This is an optimization exercise on Yosys and OpenROAD, whose aim is small area, not a production implementation.
Function was checked by simulation only, so behaviour that the tests miss may differ from the original.

## feature_ext_top
module feature_ext_top
#(
    parameter int REPORT_INTERVAL = 10,
    parameter int BASELINE_LEN    = 20       
) (
    input  logic                   clk,
    input  logic                   rst_n,
    input  logic signed [FP_W-1:0] vx,
    input  logic signed [FP_W-1:0] vy,
    input  logic signed [FP_W-1:0] nis_cv,
    input  logic                   imm_valid,
    input  logic signed [FP_W-1:0] rcs_amplitude,
    input  logic signed [FP_W-1:0] snr_db,
    input  logic signed [FP_W-1:0] doppler_spread_hz,
    input  logic signed [FP_W-1:0] micro_doppler_peak_hz,
    input  logic signed [FP_W-1:0] micro_doppler_period,
    input  logic                   rf_valid,
    output logic                   report_valid,
    output logic signed [FP_W-1:0] rpt_spd_avg,
    output logic signed [FP_W-1:0] rpt_spd_peak,
    output logic signed [FP_W-1:0] rpt_nis_avg,
    output logic signed [FP_W-1:0] rpt_nis_peak,
    output logic [MD_W-1:0]        rpt_md_type,
    output logic signed [FP_W-1:0] rpt_md_conf,
    output logic signed [FP_W-1:0] rpt_ecm_score,
    output logic                   rpt_ecm_detected,
    output logic                   ecm_noise_flag,
    output logic                   ecm_deception_flag
);
Settings: LEC_CHECK=0, ABC_AREA=0, CAP_MARGIN=20, CORE_MARGIN=2, CORE_UTILIZATION=60, CTS_BUF_LIST=sky130_fd_sc_hd__clkbuf_16, CTS_CLUSTER_DIAMETER=100, CTS_CLUSTER_SIZE=20, GPL_TIMING_DRIVEN=0, SLEW_MARGIN=20, SYNTH_HIERARCHICAL=1; clock period 25.0 ns.
standard.sh (not shown) runs the stock make flow with config.mk's settings and CLKGATE_MAP_FILE= SYNTH_SCRIPT=/design/flow/synth_recipe.tcl, a recipe that flattens the netlist after the stock synthesis.
==> flow/flow/run.sh <==
#!/bin/bash
# Layout flow: the standard flow (standard.sh, unchanged synthesis and steps),
# with the input/output port buffers made from the plain sky130 buffer
# (buf_1) instead of the delay buffer the resizer picks by default.
set -o pipefail
cp standard.sh standard.sh.txt
export BUFFER_PORTS_ARGS="-buffer_cell sky130_fd_sc_hd__buf_1"
bash standard.sh > standard.log 2>&1
status=$?
tail -40 standard.log
exit $status
The starting point passed the timing, design-rule and antenna checks.
Next try:
Settings changed: GPL_TIMING_DRIVEN 0 to 1, PLACE_DENSITY set to 0.72.
Outcome:
- The new run passed the timing, design-rule and antenna checks
- cell area came out lower slightly
- non-clock buffer count climbs by 63
- global-route usage barely changes
- register-to-register slack is worse by 0.02 ns
- worst hold slack is about the same

========
Starting RTL as in the previous note.
==> flow/config.mk <==
export PLATFORM = sky130hd
export DESIGN_NAME = feature_ext_top
export DESIGN_NICKNAME = feature_ext_top
export VERILOG_FILES = /design/flow/design.v
export SDC_FILE = /design/flow/constraint.sdc
export NUM_CORES = 4
export LEC_CHECK = 0
export ABC_AREA = 0
export CAP_MARGIN = 20
export CORE_MARGIN = 2
export CORE_UTILIZATION = 60
export CTS_BUF_LIST = sky130_fd_sc_hd__clkbuf_16
export CTS_CLUSTER_DIAMETER = 100
export CTS_CLUSTER_SIZE = 20
export GPL_ROUTABILITY_DRIVEN = 0
export GPL_TIMING_DRIVEN = 1
export SLEW_MARGIN = 20
export SYNTH_HIERARCHICAL = 1
==> flow/constraint.sdc <==
create_clock -name core_clock -period 25.0 [get_ports {clk}]
set_input_delay 5.0000 -clock core_clock [delete_from_list [all_inputs] [get_ports {clk}]]
set_output_delay 5.0000 -clock core_clock [all_outputs]
set_load 0.01 [all_outputs]
Scripts as last shown in full above: flow/flow/run.sh
Rerun with:
- CORE_UTILIZATION: 60 -> 50
- GPL_ROUTABILITY_DRIVEN: 0 -> not set
Effect:
- The changed run finished clean
- die area went up by 20%
- clock skew decreases by 26 ps
- worst hold slack stays flat
- flip-flop and latch count stays the same
- core utilization drops by 10 points
Rerun with:
- CORE_UTILIZATION: 50 -> 60
Effect:
- wire length decreases by a few percent
- global-route usage increases by 4.0 points
- core utilization increases by 10 points
- setup slack gains 48 ps
- area after synthesis does not change
- count of clock-buffer cells in the layout increases by 1
- cell count decreases by a few percent
- die area decreases by about a fifth
- first-iteration DRC count decreases slightly

========
the previous run:
feature_ext_top, a different RTL version from the one above (not shown whole).
Size: ~5900 cells after synthesis, about 350 flip-flops, about 460 I/O pins, ~65000 um^2 of cells after synthesis.
Settings: LEC_CHECK=0, ABC_AREA=1, CAP_MARGIN=20, CORE_MARGIN=2, CORE_UTILIZATION=60, CTS_BUF_LIST=sky130_fd_sc_hd__clkbuf_16, CTS_CLUSTER_DIAMETER=100, CTS_CLUSTER_SIZE=20, GPL_TIMING_DRIVEN=0, SLEW_MARGIN=20, SYNTH_HIERARCHICAL=1; clock period 25.0 ns.
Scripts as last shown in full above: flow/flow/run.sh
Per the final summary, the previous run finished and its layout is clean on timing, DRC and antenna.
### the previous run -> the current run
# the previous run
export LEC_CHECK = 0
export ABC_AREA = 1
export CAP_MARGIN = 20
export CORE_MARGIN = 2
export CORE_UTILIZATION = 60
export CTS_BUF_LIST = sky130_fd_sc_hd__clkbuf_16
export CTS_CLUSTER_DIAMETER = 100
export CTS_CLUSTER_SIZE = 20
export GPL_TIMING_DRIVEN = 0
export SLEW_MARGIN = 20
export SYNTH_HIERARCHICAL = 1
create_clock -name core_clock -period 25.0 [get_ports {clk}]
# the current run
export LEC_CHECK = 0
export ABC_AREA = 1
export CAP_MARGIN = 20
export CORE_MARGIN = 2
export CORE_UTILIZATION = 60
export CTS_BUF_LIST = sky130_fd_sc_hd__clkbuf_8
export CTS_CLUSTER_DIAMETER = 80
export CTS_CLUSTER_SIZE = 16
export GPL_TIMING_DRIVEN = 0
export SLEW_MARGIN = 20
export SYNTH_HIERARCHICAL = 1
create_clock -name core_clock -period 25.0 [get_ports {clk}]
[summary]
Compared with the previous run, the current run degrades final setup slack of the worst path. Going from the previous run to the current run, depth of the most critical reg-to-reg path did not really move, first-pass GRT wire length stayed essentially flat. The previous run and the current run ended up with nearly the same number of maximum-capacitance constraint violations. Status: DRC violations left parity (the previous run, the current run). The previous run -> the current run: adder and majority cell fraction of the synthesized area delta 0, exact match.

## what the ideal ports hide
No port has a modelled driver above. Below, the same layouts with a new extraction and two added sets of constraints.
Step 1 (the two cells are an assumption about what drives the block):
set clk [get_ports {clk}]
set_driving_cell -lib_cell sky130_fd_sc_hd__clkbuf_16 $clk
set_driving_cell -lib_cell sky130_fd_sc_hd__buf_2 [delete_from_list [all_inputs] $clk]
Step 2 also shifts input and output timing later by t, the mid clock arrival at the registers, as if the neighbouring blocks saw the same clock.
Three values: no drivers, after step 1, after step 2; two values: the first two.
| run | t, ns | setup slack, ns | hold slack, ns | clock arrival spread, ns |
|---|---|---|---|---|
| the first run of note 1 | 0.711 | 0.513 / 0.553 / -0.158 | 0.450 / 0.450 / 0.450 | 0.042 / 0.042 |
| the second run of note 1 | 0.683 | 0.534 / 0.577 / -0.106 | 0.450 / 0.450 / 0.450 | 0.038 / 0.037 |
| the first run of note 2 | 0.719 | 0.663 / 0.708 / -0.011 | 0.453 / 0.453 / 0.453 | 0.062 / 0.062 |
| the second run of note 2 | 0.710 | 0.528 / 0.529 / -0.181 | 0.453 / 0.453 / 0.453 | 0.035 / 0.034 |
| the third run of note 2 | 0.722 | 0.576 / 0.615 / -0.107 | 0.452 / 0.452 / 0.452 | 0.056 / 0.055 |
| the previous run | 0.713 | 0.558 / 0.613 / -0.100 | 0.461 / 0.461 / 0.461 | 0.043 / 0.044 |
| the current run | 0.789 | 0.512 / 0.563 / -0.226 | 0.465 / 0.465 / 0.465 | 0.069 / 0.068 |
Met with ideal ports but missed after step 2: setup timing in every run listed. For the current run, which loses most, drivers alone change the setup slack by +0.051 ns; drivers and shift together by -0.738 ns.
